Context: an optimization exercise on an open-source flow, tuned for small area and few clock cycles. The choices shown serve that exercise and are no tape-out recipe.
At most, simulation tests tie the RTL to the original design; equivalence was not proved.
No functional check of the RTL was part of runs 3 and 5.
Power figures rest on the tool's default switching activity, not on a simulated workload. The flow treats the clock pin as an ideal source, which a real chip does not have.

[design/flow/config.mk]
export PLATFORM = sky130hd
export DESIGN_NAME = nearest_neighbour_downscaler
export DESIGN_NICKNAME = nearest_neighbour_downscaler
export VERILOG_FILES = /design/flow/design.v
export SDC_FILE = /design/flow/constraint.sdc
export NUM_CORES = 4
export LEC_CHECK = 0
export CAP_MARGIN = 0
export CORE_MARGIN = 2
export CORE_UTILIZATION = 60
export CTS_BUF_LIST = sky130_fd_sc_hd__clkbuf_16
export CTS_CLUSTER_DIAMETER = 100
export CTS_CLUSTER_SIZE = 30
export SLEW_MARGIN = 0
export SYNTH_MEMORY_MAX_BITS = 16384
[design/flow/constraint.sdc]
create_clock -name core_clock -period 10.0 [get_ports {clk}]
set_input_delay 2.0000 -clock core_clock [delete_from_list [all_inputs] [get_ports {clk}]]
set_output_delay 2.0000 -clock core_clock [all_outputs]
set_load 0.01 [all_outputs]
[design/flow/design.v]
package nnd_pkg;
	localparam int DIM_W = 9;
	localparam int OY_W = 6;
	localparam int CH_W = 8;
	localparam int OP_W = 2;
	localparam int CFG_IDX_W = 1;
	localparam int OUT_SIZE_DEF = 50;
	localparam int MAX_SOURCE_DIM_DEF = 256;
	localparam int PW = 4 * CH_W;
	localparam int NS = OUT_SIZE_DEF;
	localparam logic [OP_W-1:0] OP_PUSH = 2'd0;
	localparam logic [OP_W-1:0] OP_REPLAY = 2'd1;
	localparam logic [OP_W-1:0] OP_RESTART = 2'd2;
endpackage
module nnd_ctrl (
	input  logic [8:0] d,
	output logic [7:0] vm1
);
	always_comb begin
		if (d[8]) vm1 = 8'd255;
		else if (d[7:0] == 8'd0) vm1 = 8'd0;
		else vm1 = d[7:0] - 8'd1;
	end
endmodule
module nnd_dp (
	input  logic        clk,
	input  logic        push,
	input  logic [31:0] pdata,
	input  logic        pop,
	input  logic        flush,
	output logic        room,
	output logic        head_v,
	output logic [31:0] head
);
	localparam int NS = nnd_pkg::NS;
	logic [31:0] d [NS];
	logic [NS-1:0] v, h, take;
	always_comb begin
		for (int i = 0; i < NS; i++) begin
			h[i] = !v[i] || (i == 0 ? pop : h[i-1]);
			if (i < NS - 1) take[i] = v[i+1] && h[i];
			else take[i] = push && (h[i] || flush);
		end
	end
	always_ff @(posedge clk) begin
		for (int i = 0; i < NS; i++) begin
			if (flush) v[i] <= take[i] && i == NS - 1;
			else v[i] <= take[i] || (v[i] && !(i == 0 ? pop : h[i-1]));
		end
	end
	always_ff @(posedge clk) begin
		for (int i = 0; i < NS; i++) begin
			if (take[i]) d[i] <= (i == NS - 1) ? pdata : d[(i + 1) % NS];
		end
	end
	assign room = h[NS-1];
	assign head_v = v[0];
	assign head = d[0];
endmodule
module nearest_neighbour_downscaler #(
	parameter int OUT_SIZE = nnd_pkg::OUT_SIZE_DEF,
	parameter int MAX_SOURCE_DIM = nnd_pkg::MAX_SOURCE_DIM_DEF
) (
	input  logic                            clk,
	input  logic                            arst_n,
	input  logic                            cfg_valid,
	output logic                            cfg_ready,
	input  logic [nnd_pkg::CFG_IDX_W-1:0]   cfg_index,
	input  logic [nnd_pkg::DIM_W-1:0]       cfg_data,
	input  logic                            in_valid,
	output logic                            in_ready,
	input  logic [nnd_pkg::OP_W-1:0]        operation,
	input  logic [nnd_pkg::CH_W-1:0]        red_in,
	input  logic [nnd_pkg::CH_W-1:0]        green_in,
	input  logic [nnd_pkg::CH_W-1:0]        blue_in,
	input  logic [nnd_pkg::CH_W-1:0]        alpha_in,
	output logic                            out_valid,
	input  logic                            out_ready,
	output logic [nnd_pkg::CH_W-1:0]        red_out,
	output logic [nnd_pkg::CH_W-1:0]        green_out,
	output logic [nnd_pkg::CH_W-1:0]        blue_out,
	output logic [nnd_pkg::CH_W-1:0]        alpha_out,
	output logic [nnd_pkg::OY_W-1:0]        out_column,
	output logic [nnd_pkg::OY_W-1:0]        out_line,
	output logic                            row_last,
	output logic                            replay_pending,
	output logic                            image_done
);
	logic [7:0] wm1_q, hm1_q;
	logic [7:0] cfg_vm1;
	logic big;
	logic [7:0] col_q, g_q;
	logic fin_q;
	logic [5:0] orow_q;
	logic [8:0] e_q;
	logic stale_q;
	logic e_act_q;
	logic [5:0] ox_q;
	logic op_push, op_rep, op_rst;
	logic col_last, emit_row, sampled, rep_ok, last_oy, rep_may, dead;
	logic xfer, ox_last, pop, e_end, act_free, stall, acc;
	logic do_push, do_we, do_emit, do_rst;
	logic [8:0] gw, gw50, g50, eh;
	logic ac;
	logic room, head_v, fpush, flush;
	logic [31:0] rdata, pdata;
	assign cfg_ready = 1'b1;
	nnd_ctrl u_cfg (
		.d   (cfg_data),
		.vm1 (cfg_vm1)
	);
	always_ff @(posedge clk or negedge arst_n) begin
		if (!arst_n) begin
			wm1_q <= 8'd255;
			hm1_q <= 8'd255;
		end else if (cfg_valid) begin
			if (cfg_index == 1'b0) begin
				wm1_q <= cfg_vm1;
			end else begin
				hm1_q <= cfg_vm1;
			end
		end
	end
	assign big = wm1_q >= 8'd49;
	assign out_valid = e_act_q && head_v;
	assign xfer = out_valid && out_ready;
	assign ox_last = ox_q == 6'd49;
	assign gw = {1'b0, g_q} + {1'b0, wm1_q} + 9'd1;
	assign gw50 = gw - 9'd50;
	assign g50 = {1'b0, g_q} - 9'd50;
	assign ac = !gw50[8];
	assign pop = xfer && (big || ac || ox_last);
	assign e_end = xfer && ox_last;
	assign act_free = !e_act_q || e_end;
	assign op_push = operation == nnd_pkg::OP_PUSH;
	assign op_rep = operation == nnd_pkg::OP_REPLAY;
	assign op_rst = operation == nnd_pkg::OP_RESTART;
	assign col_last = col_q == wm1_q;
	assign emit_row = !e_q[8] && e_q[7:0] < 8'd50;
	assign rep_may = e_q >= 9'd462;
	assign dead = e_q[8] && !rep_may;
	assign sampled = !big || g50[8];
	assign rep_ok = !fin_q && col_q == 8'd0 && rep_may;
	assign last_oy = orow_q == 6'd49;
	always_comb begin
		stall = 1'b0;
		case (operation)
			nnd_pkg::OP_PUSH: stall = !fin_q && (rep_may && e_act_q ||
				emit_row && ((sampled && (stale_q ? e_act_q : !room)) || (col_last && !act_free)));
			nnd_pkg::OP_REPLAY: stall = rep_ok && !act_free;
			nnd_pkg::OP_RESTART: stall = e_act_q;
			default: stall = 1'b0;
		endcase
	end
	assign in_ready = !stall;
	assign acc = in_valid && !stall;
	assign do_push = acc && op_push && !fin_q;
	assign do_we = do_push && emit_row && sampled;
	assign do_emit = (do_push && col_last && emit_row) || (acc && op_rep && rep_ok);
	assign do_rst = acc && op_rst;
	assign eh = e_q + {1'b0, hm1_q} + 9'd1;
	always_ff @(posedge clk or negedge arst_n) begin
		if (!arst_n) begin
			col_q <= '0;
			fin_q <= 1'b0;
			orow_q <= '0;
			e_q <= '0;
		end else if (do_rst) begin
			col_q <= '0;
			fin_q <= 1'b0;
			orow_q <= '0;
			e_q <= '0;
		end else begin
			if (do_push) begin
				if (col_last) begin
					col_q <= '0;
					if (!emit_row && !dead) e_q <= e_q - 9'd50;
				end else begin
					col_q <= col_q + 8'd1;
				end
			end
			if (do_emit) begin
				if (last_oy) begin
					fin_q <= 1'b1;
				end else begin
					orow_q <= orow_q + 6'd1;
					e_q <= emit_row ? eh - 9'd50 : eh;
				end
			end
		end
	end
	always_ff @(posedge clk or negedge arst_n) begin
		if (!arst_n) g_q <= '0;
		else if (big ? (do_rst || do_push && col_last) : do_emit) g_q <= '0;
		else if (big ? do_push : xfer) g_q <= 8'(big ? (sampled ? gw50 : g50) : (ac ? gw50 : gw));
	end
	always_ff @(posedge clk or negedge arst_n) begin
		if (!arst_n) begin
			e_act_q <= 1'b0;
		end else if (do_emit) begin
			e_act_q <= 1'b1;
		end else if (e_end) begin
			e_act_q <= 1'b0;
		end
	end
	always_ff @(posedge clk) begin
		if (do_emit) ox_q <= '0;
		else if (xfer) ox_q <= ox_q + 6'd1;
	end
	always_ff @(posedge clk or negedge arst_n) begin
		if (!arst_n) begin
			stale_q <= 1'b1;
		end else if (do_rst || (e_end && rep_may)) begin
			stale_q <= 1'b1;
		end else if (do_emit || flush) begin
			stale_q <= 1'b0;
		end
	end
	assign flush = do_we && stale_q;
	assign fpush = do_we || (pop && rep_may);
	assign pdata = do_we ? {alpha_in, blue_in, green_in, red_in} : rdata;
	nnd_dp u_store (
		.clk    (clk),
		.push   (fpush),
		.pdata  (pdata),
		.pop    (pop),
		.flush  (flush),
		.room   (room),
		.head_v (head_v),
		.head   (rdata)
	);
	assign red_out = rdata[7:0];
	assign green_out = rdata[15:8];
	assign blue_out = rdata[23:16];
	assign alpha_out = rdata[31:24];
	assign out_column = ox_q;
	assign out_line = fin_q ? 6'd49 : orow_q - 6'd1;
	assign row_last = ox_last;
	assign replay_pending = !fin_q && rep_may;
	assign image_done = ox_last && fin_q;
endmodule
[design/flow/flow/run.sh]
#!/bin/bash
# Standard layout with two changes: the port buffers are buf_1 cells, and clock tree
# synthesis uses clkbuf_16 clusters of at most 30 sinks without dummy loads.
set -euo pipefail
export BUFFER_PORTS_ARGS="-buffer_cell sky130_fd_sc_hd__buf_1"
export CTS_ARGS="-sink_clustering_enable -repair_clock_nets -sink_clustering_size 30 -sink_clustering_max_diameter 100 -buf_list sky130_fd_sc_hd__clkbuf_16 -dont_use_dummy_load"
bash standard.sh > standard.log 2>&1
[design/flow/standard.sh]
#!/bin/bash
# synth_recipe.tcl (not shown) runs the flow's synth.tcl, then flattens the netlist and writes it again
# the make line also repeats each setting of config.mk as NAME=value (left out here)
make -C /OpenROAD-flow-scripts/flow DESIGN_CONFIG=/design/flow/config.mk WORK_HOME=/design/flow/orfs CLKGATE_MAP_FILE= SYNTH_SCRIPT=/design/flow/synth_recipe.tcl "${@:-finish}"
==> results of run 1 <==
-- worst max-delay path, stage by stage, from the launching register on --
cell and delay, ns:
dfstp_2 0.58, inv_1 0.07, ha_1 0.20, fa_1 0.40
nand2b_1 0.17, a21oi_1 0.22, xnor2_1 0.20, nor4_2 0.68
o311ai_1 0.31, a31oi_1 0.23, buf_4 0.22, nand2_1 0.08
nand2_1 0.07, nand3_1 0.14, buf_1 0.17
-- metal layers --
metal | wire [microns] | global-route usage [%] | up-vias
li1 | - | - | 9864
met1 | 39800 | 27.5 | 11100
met2 | 43800 | 31.1 | 463
met3 | 4610 | 3.28 | 107
met4 | 1780 | 4.46 | 0
met5 | 0 | 0 | -
-- power by group --
group          leakage [nW]  total [W]  internal, W  switching [W]
logic                  2.28    0.00102     0.000327       0.000688
clock network         0.826    0.00308      0.00121        0.00186
registers              15.5    0.00849      0.00829       0.000204
total                  18.6     0.0126      0.00983        0.00276
-- kinds of logic (layout without fill, tap and decap cells) --
group	count (synthesis)	after routing	share of synthesized area [%]
muxes	37	37	0.744
other	1	1	0.00676
AOI/OAI and AO/OA	201	201	2.29
and+or+nand+nor	375	375	3.85
adders and majority gates	33	33	0.772
xor gates and xnor gates	55	55	0.869
DFF	1706	1706	90.9
buffers and inverters	57	245	0.526
-- synth_stat cells, types with 4 or more instances --
master / n / share of area [%]
edfxtp_1: 1600 / 87
nor2_1: 88 / 0.60
a21oi_1: 68 / 0.61
nand2_1: 60 / 0.41
dfxtp_1: 56 / 2.0
xnor2_1: 37 / 0.58
o21ai_0: 35 / 0.32
dfrtp_1: 33 / 1.5
mux2_1: 32 / 0.65
nor2b_1: 32 / 0.36
ha_1: 31 / 0.70
nor2_4: 30 / 0.61
inv_1: 28 / 0.19
nand3_1: 26 / 0.23
nor3_1: 25 / 0.23
and2_1: 24 / 0.27
and3_1: 24 / 0.27
o21a_1: 20 / 0.27
xor2_1: 18 / 0.28
dfstp_2: 17 / 0.81
a21boi_0: 13 / 0.18
nand2b_1: 12 / 0.14
clkbuf_1: 11 / 0.074
nand4_1: 10 / 0.11
a31oi_1: 9 / 0.10
and4_1: 8 / 0.13
buf_2: 8 / 0.072
or3_1: 8 / 0.090
a211oi_1: 7 / 0.095
nand3b_1: 7 / 0.095
a21o_1: 6 / 0.081
o211ai_1: 5 / 0.068
o21ai_1: 5 / 0.045
a22o_1: 4 / 0.063
-- sequential cells by signal (all words and copies together), names as in the netlist --
| register | cells |
|---|---|
| stale_q | 1 |
| fin_q | 1 |
| e_q | 9 |
| g_q | 8 |
| wm1_q | 8 |
| e_act_q | 1 |
| ox_q | 6 |
| u_store.d | 1600 |
| col_q | 8 |
| orow_q | 6 |
| hm1_q | 8 |
| u_store.v | 50 |
-- cell type report --
class	count	area [sq um]	area share, %
sequential	1706	50400	85.0
multi-input combinational	702	4860	8.20
clock buffer	67	1680	2.83
tap	1186	1480	2.50
timing repair buffer	149	756	1.27
inverter	29	109	0.183
-- per-stage QoR --
| step | hold WS (ns) | std cells | total power (W) | utilization, % |
|---|---|---|---|---|
| after detailed placement | 0.405 | 3772 | 0.00967 | 62.9 |
| after CTS | 0.396 | 3839 | 0.0127 | 64.7 |
| final | 0.391 | 3839 | 0.0126 | 64.7 |
| after global routing | 0.395 | 3839 | 0.0131 | 64.7 |
| after global placement | 0.400 | 3772 | 0.00964 | 62.9 |
| after floorplan | 0.400 | 2465 | 0.00930 | - |
-- worst paths after layout --
| path | start | end | slack (ns) | cells after the start |
|---|---|---|---|---|
| max in group asynchronous | arst_n | col_q[6] | 8.04 | 2 |
| hold reg to reg | u_store.d[30][18] | u_store.d[29][18] | 0.39 | 0 |
| setup / recovery | wm1_q[0] | in_ready | 3.65 | 14 |
| setup reg to reg | wm1_q[0] | u_store.v[23] | 4.89 | 13 |
| min in group asynchronous | arst_n | g_q[4] | 1.49 | 2 |
| hold / removal | u_store.d[30][18] | u_store.d[29][18] | 0.39 | 0 |
==> flow_summary.yaml, run 1 <==
outcome:
  status: "no timing/DRC/antenna violations"
clocking:
  htreeDepth: 3
  ctsResizeCount: 0
  cts_tree: "yes"
  path_clk_slew_ns: 0.10
  cts_num_sinks: 1706
  clk_latency_ns: 0.64
  cts_buffers: 67
  hold_buffers: 0
  post-cts-setup-buffers: 0
  cts_root_buf: "clkbuf_16"
  cts_buffer_depth: 3
global_routing:
  grt_pass1_wl_microns: 133000
  grt_max_degree: 51
  grt_pass1_vias: 21400
  grt_overflow: 0
  grt.total_usage_pct: 19.1
  antenna_found_initial: 2
logic_synthesis:
  syn_nets: 2547
  synth-edff-count: 1600
  async_reset_ff_share_pct: 2.93
  postSynthCellCount: 2465
  synth-seq-area-share_pct: 90.9
  synth_area_sq_um: 55500
  synth.avg_cell_area_sq_um: 22.5
  ys.flop_type: "edfxtp_1"
  synth_warnings: 4
  ys_seq_elements: 1706
  ys_types: 77
floorplanning:
  core_area_sq_um: 91700
  start_util_pct: 60.5
  die_h_microns: 308
  die-area_sq_um: 94900
  core.rowCount: 111
  die_x_microns: 308
  ios: 99
sta:
  drv_slew: 0
  finalSetupTns_ns: 0
  setup_viol: 0
  fmax_mhz: 157
  worst_pin_slew_ns: 1.18
  max_slew_margin_pct: 21.0
  rsz0062_at_grt: "false"
  skew_ns: 0.0391
  fin_crit_sh_pct: 63.5
  worst_slack_ns: 3.65
  finalCriticalPeriod_ns: 6.35
  hold_viol: 0
drt:
  drc: 0
  first_pass_iters: 5
  antenna_left: 0
  post_drt_wl_per_cell_microns: 23.4
  first_iter_violations: 1892
  vias: 21600
  routed_wl_microns: 90000
  viasPerCell: 5.61
finish:
  drive_gt1_share_pct: 8.67
  fill_cells: 6068
  most-common-layout-cells: "edfxtp_1, buf_1, nor2_1"
  area_growth_pct: 6.97
  final_cell_area_sq_um: 59300
  nNetsFinal: 2737
  diodes: 0
  final_common_cell: "edfxtp_1"
place:
  finalWeightedCongestion: 0.870
  io_buffer_count: 97
  hpwlAfterDp_microns: 56100
  place_area_sq_um: 57700
  pre_cts_ws_ns: 3.95
pwr:
  p_per_area_nw_per_um2: 212
  power_leakage_nw: 18.6
  ir_worst_vdd_mv: 0.154
critical_path:
  critPathArrivalTime_ns: 4.35
  path_class: "register to primary output"
  critPathCaptureType: "primary output"
  startpoint_type: "register"
  required_ns: 8.00
  crit_fanout: 11
hold_path:
  hp-class: "register to register"
job:
  cap_violations: 0
Testbench counts, summed over its fixed seeds: cycles 685,379.
==> run 2, diff against run 1 <==
==> design/flow/flow/run.sh (replaced) <==
#!/bin/bash
# Standard layout with two changes: the port buffers are buf_1 cells, and clock tree
# synthesis uses clkbuf_8 clusters of at most 20 sinks without dummy loads.
set -euo pipefail
export BUFFER_PORTS_ARGS="-buffer_cell sky130_fd_sc_hd__buf_1"
export CTS_ARGS="-sink_clustering_enable -repair_clock_nets -sink_clustering_size 20 -sink_clustering_max_diameter 60 -buf_list sky130_fd_sc_hd__clkbuf_8 -dont_use_dummy_load"
bash standard.sh > standard.log 2>&1
==> flow_summary.yaml, run 2 <==
outcome:
  status: "no timing/DRC/antenna violations"
sta:
  hold_viol: 0
  fmax_mhz: 155
  finalCriticalPeriod_ns: 6.46
  finalSetupTns_ns: 0
  max_slew_margin_pct: 22.6
  skew_ns: 0.0875
  fin_crit_sh_pct: 64.6
  worst_pin_slew_ns: 1.16
  drv_slew: 0
  setup_viol: 0
  rsz0062_at_grt: "false"
  worst_slack_ns: 3.54
logic_synthesis:
  yosys.area_share.simple_pct: 3.85
  synth.avg_cell_area_sq_um: 22.5
  async_reset_ff_share_pct: 2.93
  postSynthCellCount: 2465
  synthAdderAreaFrac_pct: 0.772
  ys_seq_elements: 1706
  synth-edff-count: 1600
  synth_area_sq_um: 55500
  post-synth-top-count-cell: "edfxtp_1"
  synth_top_family_by_area: "simple AND/OR/NAND/NOR gates"
  netlist_top_cells_count: "edfxtp_1, nor2_1, a21oi_1, nand2_1, dfxtp_1"
  synth_top_area_share_pct: 86.6
  ys_top_cells_by_area: "edfxtp_1, dfxtp_1, dfrtp_1"
  synth_warnings: 4
  synth-seq-area-share_pct: 90.9
  ys_types: 77
  synth-xor-area-share_pct: 0.869
  ys.flop_type: "edfxtp_1"
  synthMuxAreaShare_pct: 0.744
  netlist.top_cell.by_area: "edfxtp_1"
  synth_compound_area_share_pct: 2.29
  syn_nets: 2547
critical_path:
  critPathTopFamily: "simple AND/OR/NAND/NOR gates"
  path_class: "register to primary output"
  crit_path_frequent_cell: "nand2_1"
  cp_num_buf_inv: 3
  crit_path_cell_trace: "inv_1, ha_1, fa_1, nand2b_1, a21oi_1, xnor2_1, nor4_2, o311ai_1, a31oi_1, buf_4, nand2_1, nand2_1, nand3_1, buf_1"
  required_ns: 8.00
  startpoint_type: "register"
  critPathCaptureType: "primary output"
  crit_fanout: 11
  critPathArrivalTime_ns: 4.46
  max_stage_delay_ns: 0.68
  critical_path.slowest_cell: "nor4_2"
drt:
  antenna_left: 0
  routed_wl_microns: 90800
  drc: 0
  first_iter_violations: 2093
  vias: 21700
  viasPerCell: 5.59
  first_pass_iters: 5
  post_drt_wl_per_cell_microns: 23.4
hold_path:
  hp-class: "register to register"
global_routing:
  grt_pass1_wl_microns: 134000
  grt_max_degree: 51
  antenna_found_initial: 4
  grt_pass1_vias: 21800
  grt.total_usage_pct: 19.3
  grt_overflow: 0
place:
  pre_cts_ws_ns: 3.95
  finalWeightedCongestion: 0.870
  io_buffer_count: 97
  hpwlAfterDp_microns: 56100
clocking:
  htreeDepth: 3
  clk_latency_ns: 0.80
  cts_buffer_depth: 3
  cts_tree: "yes"
  hold_buffers: 0
  cts_root_buf: "clkbuf_8"
  post-cts-setup-buffers: 0
  ctsResizeCount: 0
  path_clk_slew_ns: 0.11
  cts_buffers: 111
  cts_num_sinks: 1706
finish:
  nNetsFinal: 2781
  most-common-layout-cells: "edfxtp_1, clkbuf_8, buf_1"
  reg_top3: "u_store.d: 1600 flops, u_store.v: 50 flops, e_q: 9 flops"
  final_common_cell: "edfxtp_1"
  area_growth_pct: 6.71
  largest_reg_flops: 1600
  drive_gt1_share_pct: 10.2
  top_register: "u_store.d"
pwr:
  p_switching_w: 0.00278
  ir_worst_vdd_mv: 0.142
  power_leakage_nw: 18.6
  p_comb_share_pct: 8.2
  intPower_w: 0.00961
  clkPwrFrac_pct: 23.2
  pwr-share-seq_pct: 68.6
  p_per_area_nw_per_um2: 209
  netSwitchingFraction_pct: 22.4
floorplanning:
  core.rowCount: 111
  start_util_pct: 60.5
  die-area_sq_um: 94900
  ios: 99
  die_x_microns: 308
  core_area_sq_um: 91700
  die_h_microns: 308
job:
  cap_violations: 0
[run 2: cell counts after synthesis]
Identical to the previous run, type by type.
[run 2: worst reg2reg max path, stage by stage (launching register included)]
cell	delay (ns)
dfstp_2	0.57
inv_1	0.07
ha_1	0.20
fa_1	0.40
nand2b_1	0.17
a21oi_1	0.23
a31oi_1	0.22
xnor2_1	0.30
o311ai_1	0.54
nand3_2	0.33
o21ai_4	0.38
and3_4	0.56
and2_4	0.89
a21oi_1	0.12
[run 2: per-stage QoR]
stage	cells	power [W]	area (sq um)	utilization (%)	hold WS, ns
after floorplan	2465	0.00930	55500	-	0.400
after global placement	3772	0.00964	57700	62.9	0.400
after detailed placement	3772	0.00967	57700	62.9	0.405
after CTS	3883	0.0125	59200	64.6	0.366
after global routing	3885	0.0129	59200	64.6	0.362
final	3885	0.0124	59200	64.6	0.379
[run 2: metal layers]
metal / vias to the layer above / share of wire (%) / track usage (%)
li1: 9931 / - / -
met1: 11200 / 44 / 27.6
met2: 467 / 48 / 31.2
met3: 145 / 5.0 / 3.83
met4: 0 / 2.3 / 4.97
met5: - / 0 / 0
[run 2: logic make-up after synthesis]
| kind of cell | Yosys count |
|---|---|
| compound gates | 201 |
| xor+xnor | 55 |
| fa+ha+maj | 33 |
| buf+inv | 57 |
| flops | 1706 |
| mux | 37 |
| other cells | 1 |
| simple gates | 375 |
[run 2: path summary, 6_finish.rpt]
kind / slack [ns] / depth (start not counted) / to / from
setup reg to reg: 4.90 / 13 / u_store.v[38] / wm1_q[0]
max in group asynchronous: 8.11 / 2 / col_q[5] / arst_n
hold / removal: 0.38 / 0 / u_store.d[32][9] / u_store.d[33][9]
setup / recovery: 3.54 / 14 / in_ready / wm1_q[0]
min in group asynchronous: 1.36 / 2 / g_q[3] / arst_n
hold reg to reg: 0.38 / 0 / u_store.d[32][9] / u_store.d[33][9]
[run 2: power by group through the flow]
stage | Combinational [W] | Sequential (W) | Clock, W
after floorplan | 0.000735 | 0.00856 | 0
after global placement | 0.000999 | 0.00864 | 0
after detailed placement | 0.00102 | 0.00865 | 0
after CTS | 0.00102 | 0.00850 | 0.00302
after global routing | 0.00113 | 0.00853 | 0.00324
final | 0.00102 | 0.00849 | 0.00287
[run 2: area by class of cell]
class / count / area [sq um]
Tap cell: 1186 / 1480
Inverter: 29 / 109
Multi-Input combinational cell: 702 / 4860
Clock buffer: 111 / 1530
Sequential cell: 1706 / 50400
Antenna cell: 2 / 5.00
Fill cell: 6099 / 32500
Timing Repair Buffer: 149 / 756
==> run 3, diff against run 2 <==
--- a/design/flow/design.v
+++ b/design/flow/design.v
@@ -86,21 +86,21 @@
 	output logic                            replay_pending,
 	output logic                            image_done
 );
-	logic [7:0] wm1_q, hm1_q;
+	logic [7:0] wn_q, hn_q, wm1, hm1;
 	logic [7:0] cfg_vm1;
 	logic big;
 	logic [7:0] col_q, g_q;
 	logic fin_q;
 	logic [5:0] orow_q;
 	logic [8:0] e_q;
-	logic stale_q;
+	logic fresh_q;
 	logic e_act_q;
 	logic [5:0] ox_q;
 	logic op_push, op_rep, op_rst;
 	logic col_last, emit_row, sampled, rep_ok, last_oy, rep_may, dead;
 	logic xfer, ox_last, pop, e_end, act_free, stall, acc;
 	logic do_push, do_we, do_emit, do_rst;
-	logic [8:0] gw, gw50, g50, eh;
+	logic [8:0] gw, gm, gd, eh, em, ed;
 	logic ac;
 	logic room, head_v, fpush, flush;
 	logic [31:0] rdata, pdata;
@@ -111,42 +111,44 @@
 	);
 	always_ff @(posedge clk or negedge arst_n) begin
 		if (!arst_n) begin
-			wm1_q <= 8'd255;
-			hm1_q <= 8'd255;
+			wn_q <= '0;
+			hn_q <= '0;
 		end else if (cfg_valid) begin
 			if (cfg_index == 1'b0) begin
-				wm1_q <= cfg_vm1;
+				wn_q <= ~cfg_vm1;
 			end else begin
-				hm1_q <= cfg_vm1;
+				hn_q <= ~cfg_vm1;
 			end
 		end
 	end
-	assign big = wm1_q >= 8'd49;
+	assign wm1 = ~wn_q;
+	assign hm1 = ~hn_q;
+	assign big = wm1 >= 8'd49;
 	assign out_valid = e_act_q && head_v;
 	assign xfer = out_valid && out_ready;
 	assign ox_last = ox_q == 6'd49;
-	assign gw = {1'b0, g_q} + {1'b0, wm1_q} + 9'd1;
-	assign gw50 = gw - 9'd50;
-	assign g50 = {1'b0, g_q} - 9'd50;
-	assign ac = !gw50[8];
+	assign gw = {1'b0, g_q} + {1'b0, wm1} + 9'd1;
+	assign gm = (big && !sampled) ? {1'b0, g_q} : gw;
+	assign gd = gm - 9'd50;
+	assign ac = !gd[8];
 	assign pop = xfer && (big || ac || ox_last);
 	assign e_end = xfer && ox_last;
 	assign act_free = !e_act_q || e_end;
 	assign op_push = operation == nnd_pkg::OP_PUSH;
 	assign op_rep = operation == nnd_pkg::OP_REPLAY;
 	assign op_rst = operation == nnd_pkg::OP_RESTART;
-	assign col_last = col_q == wm1_q;
+	assign col_last = col_q == wm1;
 	assign emit_row = !e_q[8] && e_q[7:0] < 8'd50;
 	assign rep_may = e_q >= 9'd462;
 	assign dead = e_q[8] && !rep_may;
-	assign sampled = !big || g50[8];
+	assign sampled = !big || g_q < 8'd50;
 	assign rep_ok = !fin_q && col_q == 8'd0 && rep_may;
 	assign last_oy = orow_q == 6'd49;
 	always_comb begin
 		stall = 1'b0;
 		case (operation)
 			nnd_pkg::OP_PUSH: stall = !fin_q && (rep_may && e_act_q ||
-				emit_row && ((sampled && (stale_q ? e_act_q : !room)) || (col_last && !act_free)));
+				emit_row && ((sampled && (!fresh_q ? e_act_q : !room)) || (col_last && !act_free)));
 			nnd_pkg::OP_REPLAY: stall = rep_ok && !act_free;
 			nnd_pkg::OP_RESTART: stall = e_act_q;
 			default: stall = 1'b0;
@@ -158,7 +160,9 @@
 	assign do_we = do_push && emit_row && sampled;
 	assign do_emit = (do_push && col_last && emit_row) || (acc && op_rep && rep_ok);
 	assign do_rst = acc && op_rst;
-	assign eh = e_q + {1'b0, hm1_q} + 9'd1;
+	assign eh = e_q + {1'b0, hm1} + 9'd1;
+	assign em = emit_row ? eh : e_q;
+	assign ed = em - 9'd50;
 	always_ff @(posedge clk or negedge arst_n) begin
 		if (!arst_n) begin
 			col_q <= '0;
@@ -174,7 +178,7 @@
 			if (do_push) begin
 				if (col_last) begin
 					col_q <= '0;
-					if (!emit_row && !dead) e_q <= e_q - 9'd50;
+					if (!emit_row && !dead) e_q <= ed;
 				end else begin
 					col_q <= col_q + 8'd1;
 				end
@@ -184,7 +188,7 @@
 					fin_q <= 1'b1;
 				end else begin
 					orow_q <= orow_q + 6'd1;
-					e_q <= emit_row ? eh - 9'd50 : eh;
+					e_q <= emit_row ? ed : eh;
 				end
 			end
 		end
@@ -192,7 +196,7 @@
 	always_ff @(posedge clk or negedge arst_n) begin
 		if (!arst_n) g_q <= '0;
 		else if (big ? (do_rst || do_push && col_last) : do_emit) g_q <= '0;
-		else if (big ? do_push : xfer) g_q <= 8'(big ? (sampled ? gw50 : g50) : (ac ? gw50 : gw));
+		else if (big ? do_push : xfer) g_q <= 8'((big || ac) ? gd : gm);
 	end
 	always_ff @(posedge clk or negedge arst_n) begin
 		if (!arst_n) begin
@@ -209,14 +213,14 @@
 	end
 	always_ff @(posedge clk or negedge arst_n) begin
 		if (!arst_n) begin
-			stale_q <= 1'b1;
+			fresh_q <= 1'b0;
 		end else if (do_rst || (e_end && rep_may)) begin
-			stale_q <= 1'b1;
+			fresh_q <= 1'b0;
 		end else if (do_emit || flush) begin
-			stale_q <= 1'b0;
-		end
-	end
-	assign flush = do_we && stale_q;
+			fresh_q <= 1'b1;
+		end
+	end
+	assign flush = do_we && !fresh_q;
 	assign fpush = do_we || (pop && rep_may);
 	assign pdata = do_we ? {alpha_in, blue_in, green_in, red_in} : rdata;
 	nnd_dp u_store (
==> flow_summary.yaml, run 3 <==
pwr:
  p_comb_share_pct: 7.3
  pwr-share-seq_pct: 69.4
  intPower_w: 0.00959
  clkPwrFrac_pct: 23.3
  p_per_area_nw_per_um2: 208
  netSwitchingFraction_pct: 21.9
  ir_worst_vdd_mv: 0.131
  p_switching_w: 0.00268
  power_leakage_nw: 18.6
global_routing:
  antenna_found_initial: 6
  grt_max_degree: 51
  grt_pass1_vias: 22000
  grt_overflow: 0
  grt.total_usage_pct: 19.4
  grt_pass1_wl_microns: 135000
sta:
  fmax_mhz: 160
  finalCriticalPeriod_ns: 6.27
  worst_pin_slew_ns: 1.20
  fin_crit_sh_pct: 62.7
  max_slew_margin_pct: 19.6
  finalSetupTns_ns: 0
  skew_ns: 0.0670
  holdWs_ns: 0.380
  drv_slew: 0
  setup_viol: 0
  hold_viol: 0
  rsz0062_at_grt: "false"
finish:
  final_common_cell: "edfxtp_1"
  nNetsFinal: 2776
  drive_gt1_share_pct: 10.4
  area_growth_pct: 6.90
  top_register: "u_store.d"
  reg_top3: "u_store.d: 1600 flops, u_store.v: 50 flops, e_q: 9 flops"
  largest_reg_flops: 1600
  most-common-layout-cells: "edfxtp_1, nor2_1, clkbuf_8"
logic_synthesis:
  synth_top_area_share_pct: 86.9
  synth-edff-count: 1600
  ys_types: 81
  ys_top_cells_by_area: "edfxtp_1, dfrtp_1, dfxtp_1"
  postSynthCellCount: 2464
  netlist_top_cells_count: "edfxtp_1, nor2_1, a21oi_1, dfxtp_1, nand2_1"
  synth_warnings: 4
  ys.flop_type: "edfxtp_1"
  syn_nets: 2541
  ys_seq_elements: 1706
  netlist.top_cell.by_area: "edfxtp_1"
  post-synth-top-count-cell: "edfxtp_1"
  synth.avg_cell_area_sq_um: 22.4
  synth-seq-area-share_pct: 91.2
  synth_area_sq_um: 55300
  async_reset_ff_share_pct: 2.93
hold_path:
  hp-start: "u_store.d[3][29]"
  hp-class: "register to register"
drt:
  antenna_left: 0
  drc: 0
  vias: 21900
  first_iter_violations: 2299
  first_pass_iters: 6
  post_drt_wl_per_cell_microns: 23.3
  routed_wl_microns: 90500
  viasPerCell: 5.65
clocking:
  hold_buffers: 0
  post-cts-setup-buffers: 0
  path_clk_slew_ns: 0.11
  cts_buffer_depth: 3
  cts_root_buf: "clkbuf_8"
  clk_latency_ns: 0.78
  ctsResizeCount: 0
  cts_buffers: 109
  cts_tree: "yes"
  cts_num_sinks: 1706
  htreeDepth: 3
job:
  cap_violations: 0
floorplanning:
  start_util_pct: 60.4
  die-area_sq_um: 94500
  die_x_microns: 307
  core.rowCount: 111
  core_area_sq_um: 91500
  die_h_microns: 307
  ios: 99
critical_path:
  critPathArrivalTime_ns: 4.27
  critPathCaptureType: "primary output"
  startpoint_type: "register"
  crit_fanout: 13
  cp-startpoint: "wn_q[3]"
  required_ns: 8.00
  path_class: "register to primary output"
  r2r-start: "wn_q[3]"
place:
  hpwlAfterDp_microns: 56400
  io_buffer_count: 97
  finalWeightedCongestion: 0.954
outcome:
  status: "no timing/DRC/antenna violations"
==> run 3: cell types whose count changed in the layout (fill, tap and decap cells not counted), sizes merged, moves of 12 or more <==
cell   change
dfstp     -17
and2      -16
dfrtp     +17
inv       +21
o21a      +12
mux2i     +12
==> run 3: critical path, cell delays in order (launching register included) <==
cell and delay, ns:
dfrtp_1 0.41, nand4_2 0.14, a311oi_4 0.62, or2_1 0.61
mux2i_1 0.47, a211oi_2 0.17, or3_4 0.39, and4b_4 0.23
o21a_1 0.21, inv_1 0.10, buf_1 0.16
==> run 3: stage by stage <==
stage	power, W	setup WS, ns	util [%]	cells	cell area [sq um]
finish	0.0123	3.73	64.5	3887	59100
global route	0.0128	3.47	64.5	3887	59100
CTS	0.0124	3.67	64.5	3883	59100
detailed placement	0.00957	3.72	62.9	3774	57600
global placement	0.00955	3.91	62.9	3773	57600
floorplan	0.00925	4.32	-	2464	55300
==> run 3: cell type report <==
| type | instances | area [sq um] |
|---|---|---|
| Multi-Input combinational cell | 680 | 4700 |
| Inverter | 50 | 188 |
| Antenna cell | 4 | 10.0 |
| Clock buffer | 109 | 1500 |
| Timing Repair Buffer | 152 | 778 |
| Sequential cell | 1706 | 50400 |
| Tap cell | 1186 | 1480 |
| Fill cell | 5992 | 32400 |
==> run 3: worst paths after layout <==
path	to	slack [ns]	cells after the start
max in group asynchronous	col_q[3]	8.13	2
min in group asynchronous	orow_q[1]	1.36	2
setup / recovery	in_ready	3.73	10
hold reg to reg	u_store.d[2][29]	0.38	0
setup reg to reg	u_store.v[20]	4.36	11
hold / removal	u_store.d[2][29]	0.38	0
==> run 3: power by group through the flow <==
| stage | logic [W] | registers [W] | clock network (W) |
|---|---|---|---|
| finish | 0.000899 | 0.00851 | 0.00286 |
| global route | 0.00101 | 0.00855 | 0.00322 |
| CTS | 0.000909 | 0.00851 | 0.00300 |
| detailed placement | 0.000904 | 0.00867 | 0 |
| global placement | 0.000890 | 0.00866 | 0 |
| floorplan | 0.000670 | 0.00858 | 0 |
==> run 3: layer usage <==
layer	vias to the layer above	GRT usage, %	part of all wire, %
li1	9942	-	-
met1	11300	27.6	44
met2	561	31.0	48
met3	151	3.91	5.8
met4	0	5.47	2.6
met5	-	0	0
==> run 3: logic make-up (layout without fill, tap and decap cells) <==
| logic type | after synthesis | count (layout) | share of synthesized area (%) |
|---|---|---|---|
| AOI/OAI and AO/OA | 203 | 203 | 2.46 |
| xor gates and xnor gates | 43 | 43 | 0.682 |
| adders and majority gates | 28 | 28 | 0.661 |
| buffers and inverters | 78 | 311 | 0.605 |
| DFF | 1706 | 1706 | 91.2 |
| muxes | 54 | 54 | 1.07 |
| other | 1 | 5 | 0.00679 |
| and+or+nand+nor | 351 | 351 | 3.29 |
==> run 4, diff against run 3 <==
--- a/design/flow/design.v
+++ b/design/flow/design.v
@@ -102,7 +102,7 @@
 	logic do_push, do_we, do_emit, do_rst;
 	logic [8:0] gw, gm, gd, eh, em, ed;
 	logic ac;
-	logic room, head_v, fpush, flush;
+	logic room, head_v, fpush, flush, recirc;
 	logic [31:0] rdata, pdata;
 	assign cfg_ready = 1'b1;
 	nnd_ctrl u_cfg (
@@ -195,7 +195,7 @@
 	end
 	always_ff @(posedge clk or negedge arst_n) begin
 		if (!arst_n) g_q <= '0;
-		else if (big ? (do_rst || do_push && col_last) : do_emit) g_q <= '0;
+		else if (do_rst || (big ? do_push && col_last : do_emit)) g_q <= '0;
 		else if (big ? do_push : xfer) g_q <= 8'((big || ac) ? gd : gm);
 	end
 	always_ff @(posedge clk or negedge arst_n) begin
@@ -221,8 +221,9 @@
 		end
 	end
 	assign flush = do_we && !fresh_q;
-	assign fpush = do_we || (pop && rep_may);
-	assign pdata = do_we ? {alpha_in, blue_in, green_in, red_in} : rdata;
+	assign recirc = pop && rep_may;
+	assign fpush = do_we || recirc;
+	assign pdata = ({32{do_we}} & {alpha_in, blue_in, green_in, red_in}) | ({32{recirc}} & rdata);
 	nnd_dp u_store (
 		.clk    (clk),
 		.push   (fpush),
--- a/design/flow/config.mk
+++ b/design/flow/config.mk
@@ -8,8 +8,5 @@
 export CAP_MARGIN = 0
 export CORE_MARGIN = 2
 export CORE_UTILIZATION = 60
-export CTS_BUF_LIST = sky130_fd_sc_hd__clkbuf_16
-export CTS_CLUSTER_DIAMETER = 100
-export CTS_CLUSTER_SIZE = 30
 export SLEW_MARGIN = 0
 export SYNTH_MEMORY_MAX_BITS = 16384
==> flow_summary.yaml, run 4 <==
finish:
  largest_reg_flops: 1600
  area_growth_pct: 6.78
  multi_input_area_sq_um: 4820
  most-common-layout-cells: "edfxtp_1, clkbuf_8, buf_1"
  regArea_sq_um: 50400
  drive_gt1_share_pct: 9.40
  nNetsFinal: 2781
  top_register: "u_store.d"
  final_common_cell: "edfxtp_1"
  fill_cells: 6040
  reg_top3: "u_store.d: 1600 flops, u_store.v: 50 flops, e_q: 9 flops"
critical_path:
  crit_path_cell_trace: "and4_4, o311ai_2, nand2_1, a221o_1, and3_4, o2111ai_2, o21ai_4, a31oi_1, buf_1"
  critPathCaptureType: "primary output"
  path_class: "register to primary output"
  crit_fanout: 12
  startpoint_type: "register"
  critical_path.slowest_cell: "o311ai_2"
  required_ns: 8.00
  critPathArrivalTime_ns: 4.40
  max_stage_delay_ns: 0.67
clocking:
  cts_num_sinks: 1706
  ctsResizeCount: 0
  clk_latency_ns: 0.80
  post-cts-setup-buffers: 0
  cts_buffers: 109
  cts_buffer_depth: 3
  cts_tree: "yes"
  path_clk_slew_ns: 0.10
  htreeDepth: 3
  cts_root_buf: "clkbuf_8"
  hold_buffers: 0
logic_synthesis:
  postSynthCellCount: 2478
  ys_types: 84
  synthAdderAreaFrac_pct: 0.659
  synth_top_area_share_pct: 86.7
  syn_nets: 2555
  synth_compound_area_share_pct: 3.33
  ys_seq_elements: 1706
  async_reset_ff_share_pct: 2.93
  ys.flop_type: "edfxtp_1"
  synth.avg_cell_area_sq_um: 22.4
  netlist_top_cells_count: "edfxtp_1, nor2_1, nand2_1, dfxtp_1, inv_1"
  synth-seq-area-share_pct: 90.9
  netlist.top_cell.by_area: "edfxtp_1"
  synth_area_sq_um: 55400
  ys_top_cells_by_area: "edfxtp_1, dfrtp_1, dfxtp_1"
  post-synth-top-count-cell: "edfxtp_1"
  synth-xor-area-share_pct: 0.632
  yosys.area_share.simple_pct: 3.43
  synthMuxAreaShare_pct: 0.251
  synth_warnings: 4
  synth-edff-count: 1600
  synth_top_family_by_area: "simple AND/OR/NAND/NOR gates"
sta:
  worst_slack_ns: 3.60
  hold_viol: 0
  max_slew_margin_pct: 14.6
  worst_pin_slew_ns: 1.28
  setup_viol: 0
  finalSetupTns_ns: 0
  fmax_mhz: 156
  rsz0062_at_grt: "false"
  finalCriticalPeriod_ns: 6.40
  fin_crit_sh_pct: 64.0
  drv_slew: 0
  skew_ns: 0.0855
floorplanning:
  core.rowCount: 111
  die_h_microns: 308
  die-area_sq_um: 94800
  core_area_sq_um: 91700
  die_x_microns: 308
  ios: 99
  start_util_pct: 60.5
drt:
  drc: 0
  vias: 22300
  antenna_left: 0
  post_drt_wl_per_cell_microns: 23.6
  first_iter_violations: 2047
  first_pass_iters: 5
  routed_wl_microns: 92000
  viasPerCell: 5.74
hold_path:
  hp-class: "register to register"
place:
  hpwlAfterDp_microns: 57800
  finalWeightedCongestion: 0.904
  pre_cts_ws_ns: 4.03
  io_buffer_count: 97
global_routing:
  grt.total_usage_pct: 19.5
  grt_max_degree: 51
  grt_overflow: 0
  grt_pass1_wl_microns: 135000
  antenna_found_initial: 7
  grt_pass1_vias: 22000
pwr:
  ir_worst_vdd_mv: 0.123
  power_leakage_nw: 18.6
  finalPower_w: 0.0123
  p_per_area_nw_per_um2: 208
job:
  cap_violations: 0
outcome:
  status: "no timing/DRC/antenna violations"
## run 4: cell count changes after synthesis, moves of 7 or more
cell and delta:
a22o_1 +32, nor3_1 +17, a21oi_1 -21, mux2i_1 -9
a21o_1 +9, mux2_2 -32, and3_1 -7, nand3_1 +13
o21a_1 +10, nand2_1 +7, nor2_1 -48, o21ai_0 -7
## run 4: path summary, 6_finish.rpt
check,startpoint,endpoint,slack (ns),cells after the start
max in group asynchronous,arst_n,col_q[6],8.12,2
min in group asynchronous,arst_n,col_q[3],1.38,2
worst max-delay path,wn_q[0],in_ready,3.60,9
worst max register to register,wn_q[0],u_store.d[27][19],5.06,10
worst min-delay path,u_store.d[34][4],u_store.d[33][4],0.37,0
worst min register to register,u_store.d[34][4],u_store.d[33][4],0.37,0
## run 4: kinds of logic after synthesis
group,after synthesis
buffers and inverters,88
multiplexers,13
AO/OA/AOI/OAI,249
other,1
XOR/XNOR,40
adder cells (fa/ha/maj),28
AND/OR/NAND/NOR,353
flip-flops,1706
## run 4: cell type report
cell class,count,area share [%]
Timing Repair Buffer,151,1.30
Clock buffer,109,2.53
Antenna cell,3,0.0127
Sequential cell,1706,85.2
Multi-Input combinational cell,684,8.14
Inverter,52,0.330
Tap cell,1186,2.51
## run 4: power by group
part           switching, W  internal, W  total [W]
Combinational      0.000631     0.000285   0.000917
Clock               0.00187     0.000975    0.00284
Sequential         0.000215      0.00833    0.00854
Total               0.00272      0.00959     0.0123
## run 4: stage by stage
stage               utilization (%)  hold WS, ns  cell area (sq um)  instances
global placement               62.9        0.400              57700       3779
floorplan                         -        0.400              55400       2478
CTS                            64.6        0.354              59200       3888
detailed placement             62.9        0.405              57700       3779
finish                         64.6        0.369              59200       3891
global route                   64.6        0.358              59200       3891
## run 4: metal layers
layer,track usage (%),routed length [microns],part of all wire [%],vias up
met5,0,0,0,-
met4,4.98,2110,2.3,0
met3,4.20,5730,6.2,149
met2,31.5,44600,48,559
met1,27.4,39600,43,11500
li1,-,-,-,10100
## run 4: critical path, delay by kind of cell, from the launching register on
family	cells	cell delay [ns]
AOI/OAI and AO/OA	5	2.07
DFF	1	0.44
and+or+nand+nor	3	0.97
buffers and inverters	1	0.20
Testbench counts of run 4, summed over its fixed seeds: cycles 685,379.
==> run 5, diff against run 4 <==
--- a/design/flow/design.v
+++ b/design/flow/design.v
@@ -195,7 +195,7 @@
 	end
 	always_ff @(posedge clk or negedge arst_n) begin
 		if (!arst_n) g_q <= '0;
-		else if (do_rst || (big ? do_push && col_last : do_emit)) g_q <= '0;
+		else if (big ? (do_rst || do_push && col_last) : do_emit) g_q <= '0;
 		else if (big ? do_push : xfer) g_q <= 8'((big || ac) ? gd : gm);
 	end
 	always_ff @(posedge clk or negedge arst_n) begin
==> design/flow/flow/run.sh (replaced) <==
#!/bin/bash
# Standard layout with two changes: the port buffers are buf_1 cells, and clock tree
# synthesis uses clkbuf_8 clusters of at most 16 sinks without dummy loads.
set -euo pipefail
export BUFFER_PORTS_ARGS="-buffer_cell sky130_fd_sc_hd__buf_1"
export CTS_ARGS="-sink_clustering_enable -repair_clock_nets -sink_clustering_size 16 -sink_clustering_max_diameter 50 -buf_list sky130_fd_sc_hd__clkbuf_8 -dont_use_dummy_load"
bash standard.sh > standard.log 2>&1
--- a/design/flow/config.mk
+++ b/design/flow/config.mk
@@ -8,5 +8,8 @@
 export CAP_MARGIN = 0
 export CORE_MARGIN = 2
 export CORE_UTILIZATION = 60
+export CTS_BUF_LIST = sky130_fd_sc_hd__clkbuf_16
+export CTS_CLUSTER_DIAMETER = 100
+export CTS_CLUSTER_SIZE = 30
 export SLEW_MARGIN = 0
 export SYNTH_MEMORY_MAX_BITS = 16384
==> flow_summary.yaml, run 5 <==
logic_synthesis:
  postSynthCellCount: 2465
  ys_types: 70
  netlist_top_cells_count: "edfxtp_1, nor2_1, nand2_1, a21oi_1, dfxtp_1"
  netlist.top_cell.by_area: "edfxtp_1"
  post-synth-top-count-cell: "edfxtp_1"
  synth_top_area_share_pct: 87.2
  synth-edff-count: 1600
  async_reset_ff_share_pct: 2.93
  syn_nets: 2542
  synth-seq-area-share_pct: 91.6
  synth_warnings: 4
  synth_area_sq_um: 55100
  synth.avg_cell_area_sq_um: 22.3
  ys_seq_elements: 1706
  ys.flop_type: "edfxtp_1"
  ys_top_cells_by_area: "edfxtp_1, dfrtp_1, dfxtp_1"
clocking:
  hold_buffers: 0
  clk_latency_ns: 0.85
  cts_buffers: 137
  cts_tree: "yes"
  ctsResizeCount: 0
  cts_root_buf: "clkbuf_8"
  cts_buffer_depth: 3
  htreeDepth: 4
  path_clk_slew_ns: 0.09
  cts_num_sinks: 1706
  post-cts-setup-buffers: 0
critical_path:
  critPathArrivalTime_ns: 4.00
  r2r_end: "u_store.d[21][9]"
  path_class: "register to primary output"
  cp_num_buf_inv: 1
  critical_path.slowest_cell: "a311o_1"
  ff2ff_path_depth: 12
  rrSetupSlack_ns: 4.75
  critPathTopFamily: "compound AO/OA/AOI/OAI gates"
  critPathCaptureType: "primary output"
  required_ns: 8.00
  r2r-start: "wn_q[0]"
  max_stage_delay_ns: 0.56
  crit_fanout: 12
  crit_path_cell_trace: "nand4_1, a311o_1, and2_1, o31a_1, a211o_1, a21oi_2, nor3_4, and3_1, o21ai_0, buf_1"
  cp-startpoint: "wn_q[0]"
  startpoint_type: "register"
drt:
  post_drt_wl_per_cell_microns: 23.0
  drc: 0
  first_iter_violations: 2225
  routed_wl_microns: 89500
  antenna_left: 0
  first_pass_iters: 5
  vias: 22000
  viasPerCell: 5.65
pwr:
  netSwitchingFraction_pct: 21.6
  intPower_w: 0.00974
  power_leakage_nw: 18.9
  p_per_area_nw_per_um2: 209
  pwr-share-seq_pct: 68.1
  p_switching_w: 0.00268
  finalPower_w: 0.0124
  clkPwrFrac_pct: 25.5
  p_comb_share_pct: 6.4
  ir_worst_vdd_mv: 0.134
sta:
  rsz0062_at_grt: "false"
  finalSetupTns_ns: 0
  skew_ns: 0.0954
  fin_crit_sh_pct: 60.0
  max_slew_margin_pct: 16.5
  fmax_mhz: 167
  finalCriticalPeriod_ns: 6.00
  setup_viol: 0
  worst_pin_slew_ns: 1.25
  drv_slew: 0
  holdWs_ns: 0.344
  hold_viol: 0
global_routing:
  grt_overflow: 0
  grt_pass1_wl_microns: 133000
  grt_pass1_vias: 22000
  grt.total_usage_pct: 19.2
  antenna_found_initial: 4
  grt_max_degree: 51
place:
  finalWeightedCongestion: 0.976
  place_area_sq_um: 57400
  hpwlAfterDp_microns: 54500
  io_buffer_count: 97
floorplanning:
  die_h_microns: 307
  core_area_sq_um: 91200
  core.rowCount: 111
  start_util_pct: 60.4
  ios: 99
  die-area_sq_um: 94200
  die_x_microns: 307
finish:
  reg_top3: "u_store.d: 1600 flops, u_store.v: 50 flops, e_q: 9 flops"
  most-common-layout-cells: "edfxtp_1, clkbuf_8, buf_1"
  final_common_cell: "edfxtp_1"
  drive_gt1_share_pct: 9.55
  top_register: "u_store.d"
  largest_reg_flops: 1600
  final_cell_area_sq_um: 59300
  area_growth_pct: 7.62
  multi_input_area_sq_um: 4540
  nNetsFinal: 2790
  fill_cells: 5921
  regArea_sq_um: 50400
outcome:
  status: "no timing/DRC/antenna violations"
hold_path:
  hp-start: "u_store.d[39][1]"
  min_to: "u_store.d[38][1]"
  whs_path_depth: 0
  hp-class: "register to register"
job:
  cap_violations: 0
## run 5: cell count changes in the layout (fill, tap and decap cells not counted), sizes merged, moves of 6 or more
cell,previous run,this run
a21oi,47,69
o21a,42,26
nor3,35,18
and2,6,12
o211ai,8,2
xor2,18,24
nor4b,8,2
and3,16,22
nand3,36,23
nor2b,37,29
clkbuf,110,138
nor2,74,96
a21o,13,6
nand2,63,73
## run 5: cells by family (layout without fill, tap and decap cells)
group                      Yosys count  count (layout)  share of synthesized area [%]
AOI/OAI and AO/OA                  237             237                           2.93
xor gates and xnor gates            43              43                          0.684
adders and majority gates           28              28                          0.663
buffers and inverters               88             334                          0.627
DFF                               1706            1706                           91.6
muxes                               16              16                          0.309
other                                1               2                        0.00681
and+or+nand+nor                    346             346                           3.23
## run 5: cell type report
type,count,area share (%)
diodes,1,0.00422
clock buffers,137,3.18
inverters,48,0.304
multi-input cells,671,7.66
flip-flops and latches,1706,85.1
well taps,1186,2.50
repair buffers,149,1.28
## run 5: worst max-delay path by stage
stage / slack [ns] / depth (start not counted) / endpoint
2_1_floorplan: 4.07 / 7 / u_store.d[20][0]
3_3_place_gp: 4.67 / 8 / in_ready
3_5_place_dp: 4.70 / 12 / u_store.d[21][19]
4_1_cts: 3.93 / 10 / in_ready
5_1_grt: 3.78 / 10 / in_ready
6_report: 4.00 / 10 / in_ready
## run 5: worst register-to-register path, delay by kind of cell (launching register included)
kind	cells	cell delay (ns)
AO/OA/AOI/OAI	6	2.60
buffers and inverters	1	0.25
flip-flops	1	0.42
AND/OR/NAND/NOR	5	1.56
## run 5: through the flow
step	instances	util, %	setup WS [ns]
4_1_cts	3897	64.9	3.93
5_1_grt	3898	64.9	3.78
6_report	3898	64.9	4.00
3_5_place_dp	3760	62.9	4.70
2_1_floorplan	2465	-	4.07
3_3_place_gp	3760	62.9	4.67
## run 5: routing by layer
layer	wire length, microns	track usage (%)	vias up
met1	38200	26.7	11300
met5	87	0.827	-
li1	-	-	10000
met2	42700	29.9	575
met4	2500	7.01	2
met3	6060	5.02	151
## run 5: power groups by stage
stage,combinational (W),sequential [W],clock [W]
6_report,0.000799,0.00845,0.00317
5_1_grt,0.000898,0.00849,0.00357
4_1_cts,0.000805,0.00845,0.00332
3_5_place_dp,0.000804,0.00860,0
3_3_place_gp,0.000776,0.00860,0
2_1_floorplan,0.000561,0.00854,0
==> run 6, diff against run 5 <==
--- a/design/flow/design.v
+++ b/design/flow/design.v
@@ -195,7 +195,7 @@
 	end
 	always_ff @(posedge clk or negedge arst_n) begin
 		if (!arst_n) g_q <= '0;
-		else if (big ? (do_rst || do_push && col_last) : do_emit) g_q <= '0;
+		else if (do_rst || (big ? do_push && col_last : do_emit)) g_q <= '0;
 		else if (big ? do_push : xfer) g_q <= 8'((big || ac) ? gd : gm);
 	end
 	always_ff @(posedge clk or negedge arst_n) begin
--- a/design/flow/config.mk
+++ b/design/flow/config.mk
@@ -7,7 +7,7 @@
 export LEC_CHECK = 0
 export CAP_MARGIN = 0
 export CORE_MARGIN = 2
-export CORE_UTILIZATION = 60
+export CORE_UTILIZATION = 75
 export CTS_BUF_LIST = sky130_fd_sc_hd__clkbuf_16
 export CTS_CLUSTER_DIAMETER = 100
 export CTS_CLUSTER_SIZE = 30
==> flow_summary.yaml, run 6 <==
outcome:
  status: "no timing/DRC/antenna violations"
critical_path:
  critPathCaptureType: "primary output"
  startpoint_type: "register"
  path_class: "register to primary output"
  ff2ff_path_depth: 10
  critPathArrivalTime_ns: 4.21
  crit_fanout: 12
  required_ns: 8.00
  rrSetupSlack_ns: 5.08
  r2r_end: "u_store.d[18][23]"
  r2r-start: "wn_q[3]"
global_routing:
  grt_max_degree: 51
  antenna_found_initial: 12
  grt_pass1_wl_microns: 146000
  grt_pass1_vias: 23300
  grt.total_usage_pct: 26.9
  grt_overflow: 0
clocking:
  cts_tree: "yes"
  hold_buffers: 0
  post-cts-setup-buffers: 0
  path_clk_slew_ns: 0.09
  htreeDepth: 4
  ctsResizeCount: 0
  cts_buffer_depth: 3
  cts_root_buf: "clkbuf_8"
  cts_buffers: 136
  cts_num_sinks: 1706
  clk_latency_ns: 0.81
pwr:
  power_leakage_nw: 18.8
  finalPower_w: 0.0126
  ir_worst_vdd_mv: 0.182
  p_per_area_nw_per_um2: 213
logic_synthesis:
  ys_seq_elements: 1706
  syn_nets: 2555
  postSynthCellCount: 2478
  ys_top_cells_by_area: "edfxtp_1, dfrtp_1, dfxtp_1"
  netlist_top_cells_count: "edfxtp_1, nor2_1, nand2_1, dfxtp_1, inv_1"
  synth-seq-area-share_pct: 90.9
  synth_area_sq_um: 55400
  ys.flop_type: "edfxtp_1"
  ys_types: 84
  post-synth-top-count-cell: "edfxtp_1"
  synth-edff-count: 1600
  async_reset_ff_share_pct: 2.93
  netlist.top_cell.by_area: "edfxtp_1"
  synth_warnings: 4
  synth.avg_cell_area_sq_um: 22.4
  synth_top_area_share_pct: 86.7
drt:
  first_pass_iters: 8
  post_drt_wl_per_cell_microns: 27.1
  first_iter_violations: 2724
  vias: 23500
  viasPerCell: 6.37
  routed_wl_microns: 100000
  drc: 0
  antenna_left: 0
sta:
  worst_pin_slew_ns: 1.24
  finalCriticalPeriod_ns: 6.21
  skew_ns: 0.0993
  setup_viol: 0
  rsz0062_at_grt: "false"
  max_slew_margin_pct: 17.1
  fmax_mhz: 161
  fin_crit_sh_pct: 62.1
  worst_slack_ns: 3.79
  drv_slew: 0
  finalSetupTns_ns: 0
  hold_viol: 0
floorplanning:
  die_x_microns: 276
  die-area_sq_um: 76100
  core.rowCount: 99
  ios: 99
  die_h_microns: 276
  start_util_pct: 75.9
  core_area_sq_um: 73100
finish:
  nNetsFinal: 2806
  largest_reg_flops: 1600
  drive_gt1_share_pct: 10.2
  reg_top3: "u_store.d: 1600 flops, u_store.v: 50 flops, e_q: 9 flops"
  top_register: "u_store.d"
  final_common_cell: "edfxtp_1"
  most-common-layout-cells: "edfxtp_1, clkbuf_8, buf_1"
  area_growth_pct: 6.89
place:
  finalWeightedCongestion: 1.02
  pre_cts_ws_ns: 4.11
  hpwlAfterDp_microns: 62100
  io_buffer_count: 97
job:
  cap_violations: 0
hold_path:
  hp-start: "u_store.d[38][30]"
  whs_path_depth: 0
  min_to: "u_store.d[37][30]"
  hp-class: "register to register"
## run 6: changes by cell type in the layout (fill, tap and decap cells not counted), moves of 7 or more
cell     previous run  this run
o21a_1             26        42
nor2b_2            26        33
nor3_1             17        33
nand3_1            23        35
nand2_1            73        63
nor2_1             95        71
a21oi_1            63        40
a21o_1              6        13
## run 6: logic make-up (layout without fill, tap and decap cells)
| kind of cell | after synthesis | in the layout | synth area share (%) |
|---|---|---|---|
| XOR/XNOR | 40 | 40 | 0.632 |
| buffers and inverters | 88 | 337 | 0.740 |
| AO/OA/AOI/OAI | 249 | 249 | 3.33 |
| AND/OR/NAND/NOR | 353 | 353 | 3.43 |
| adder cells (fa/ha/maj) | 28 | 28 | 0.659 |
| multiplexers | 13 | 13 | 0.251 |
| flip-flops | 1706 | 1706 | 90.9 |
| other | 1 | 2 | 0.00676 |
## run 6: layout make-up
class                           instances  area, sq um
Sequential cell                      1706        50400
Fill cell                            3142        13800
Multi-Input combinational cell        684         4810
Clock buffer                          136         1870
Tap cell                              959         1200
Timing Repair Buffer                  149          756
Inverter                               52          195
Antenna cell                            1         2.50
## run 6: worst max-delay path: stages (launching register included)
cell	delay, ns
dfrtp_1	0.43
and4_4	0.20
o311ai_2	0.57
nand2_1	0.50
a221o_1	0.52
and3_4	0.21
o2111ai_2	0.48
o21ai_4	0.09
a31oi_1	0.27
buf_1	0.19
## run 6: through the flow
stage	instances	hold WS (ns)	instance area, sq um	util, %
6_report	3687	0.387	59300	81.1
5_1_grt	3687	0.385	59300	81.1
4_1_cts	3686	0.381	59300	81.1
3_5_place_dp	3550	0.405	57400	78.5
3_3_place_gp	3550	0.400	57400	78.5
2_1_floorplan	2478	0.400	55400	-
## run 6: worst max-delay path by stage
stage | startpoint | end | slack (ns) | cells past startpoint
2_1_floorplan | out_ready | u_store.d[0][0] | 4.28 | 5
3_3_place_gp | out_ready | in_ready | 4.16 | 9
3_5_place_dp | out_ready | in_ready | 4.11 | 9
4_1_cts | wn_q[3] | in_ready | 3.74 | 9
5_1_grt | wn_q[3] | in_ready | 3.45 | 9
6_report | wn_q[3] | in_ready | 3.79 | 9
## run 6: routing by layer
layer | wire length (microns) | vias up | global-route usage, % | share of wire [%]
met5 | 46 | - | 0 | 0.046
met4 | 2440 | 8 | 7.44 | 2.4
met3 | 8810 | 220 | 5.73 | 8.8
met2 | 50500 | 1205 | 44.9 | 51
met1 | 38200 | 11900 | 36.9 | 38
li1 | - | 10100 | - | -
## run 6: power breakdown
group | internal, W | total (W) | switching (W)
sequential | 0.00833 | 0.00857 | 0.000238
clock | 0.00122 | 0.00316 | 0.00194
combinational | 0.000285 | 0.000918 | 0.000632
Testbench counts of run 6, summed over its fixed seeds: cycles 685,379.

[afterwards: timing with drivers on the ports]
No port has a modelled driver above. Below, the same layouts with a new extraction and two added sets of constraints. Step 1 assumes that a clkbuf_16 drives the clock port and a buf_2 every other input. Step 2, shift: input delay + t, output delay - t, t = (earliest + latest rising clock arrival at the registers) / 2. This alone moves slack from input paths to output paths. a / b / c = ideal ports / drivers / drivers and shift; a / b = the first two.
run | t (ns) | setup WS [ns] | hold WS [ns] | clock arrival spread, ns | pins driven straight from the clock port
run 1 | 0.685 | 3.646 / 3.582 / 3.841 | 0.391 / 0.391 / 0.391 | 0.041 / 0.042 | 1
run 2 | 0.808 | 3.541 / 3.480 / 3.860 | 0.379 / 0.379 / 0.379 | 0.110 / 0.110 | 1
run 3 | 0.812 | 3.733 / 3.672 / 3.749 | 0.380 / 0.380 / 0.380 | 0.068 / 0.068 | 1
run 4 | 0.820 | 3.596 / 3.534 / 3.977 | 0.369 / 0.369 / 0.369 | 0.086 / 0.085 | 1
run 5 | 0.858 | 4.003 / 3.946 / 4.672 | 0.344 / 0.344 / 0.344 | 0.096 / 0.096 | 1
run 6 | 0.820 | 3.790 / 3.729 / 4.034 | 0.387 / 0.387 / 0.387 | 0.099 / 0.100 | 1
After both steps setup and hold are still met in every run listed.
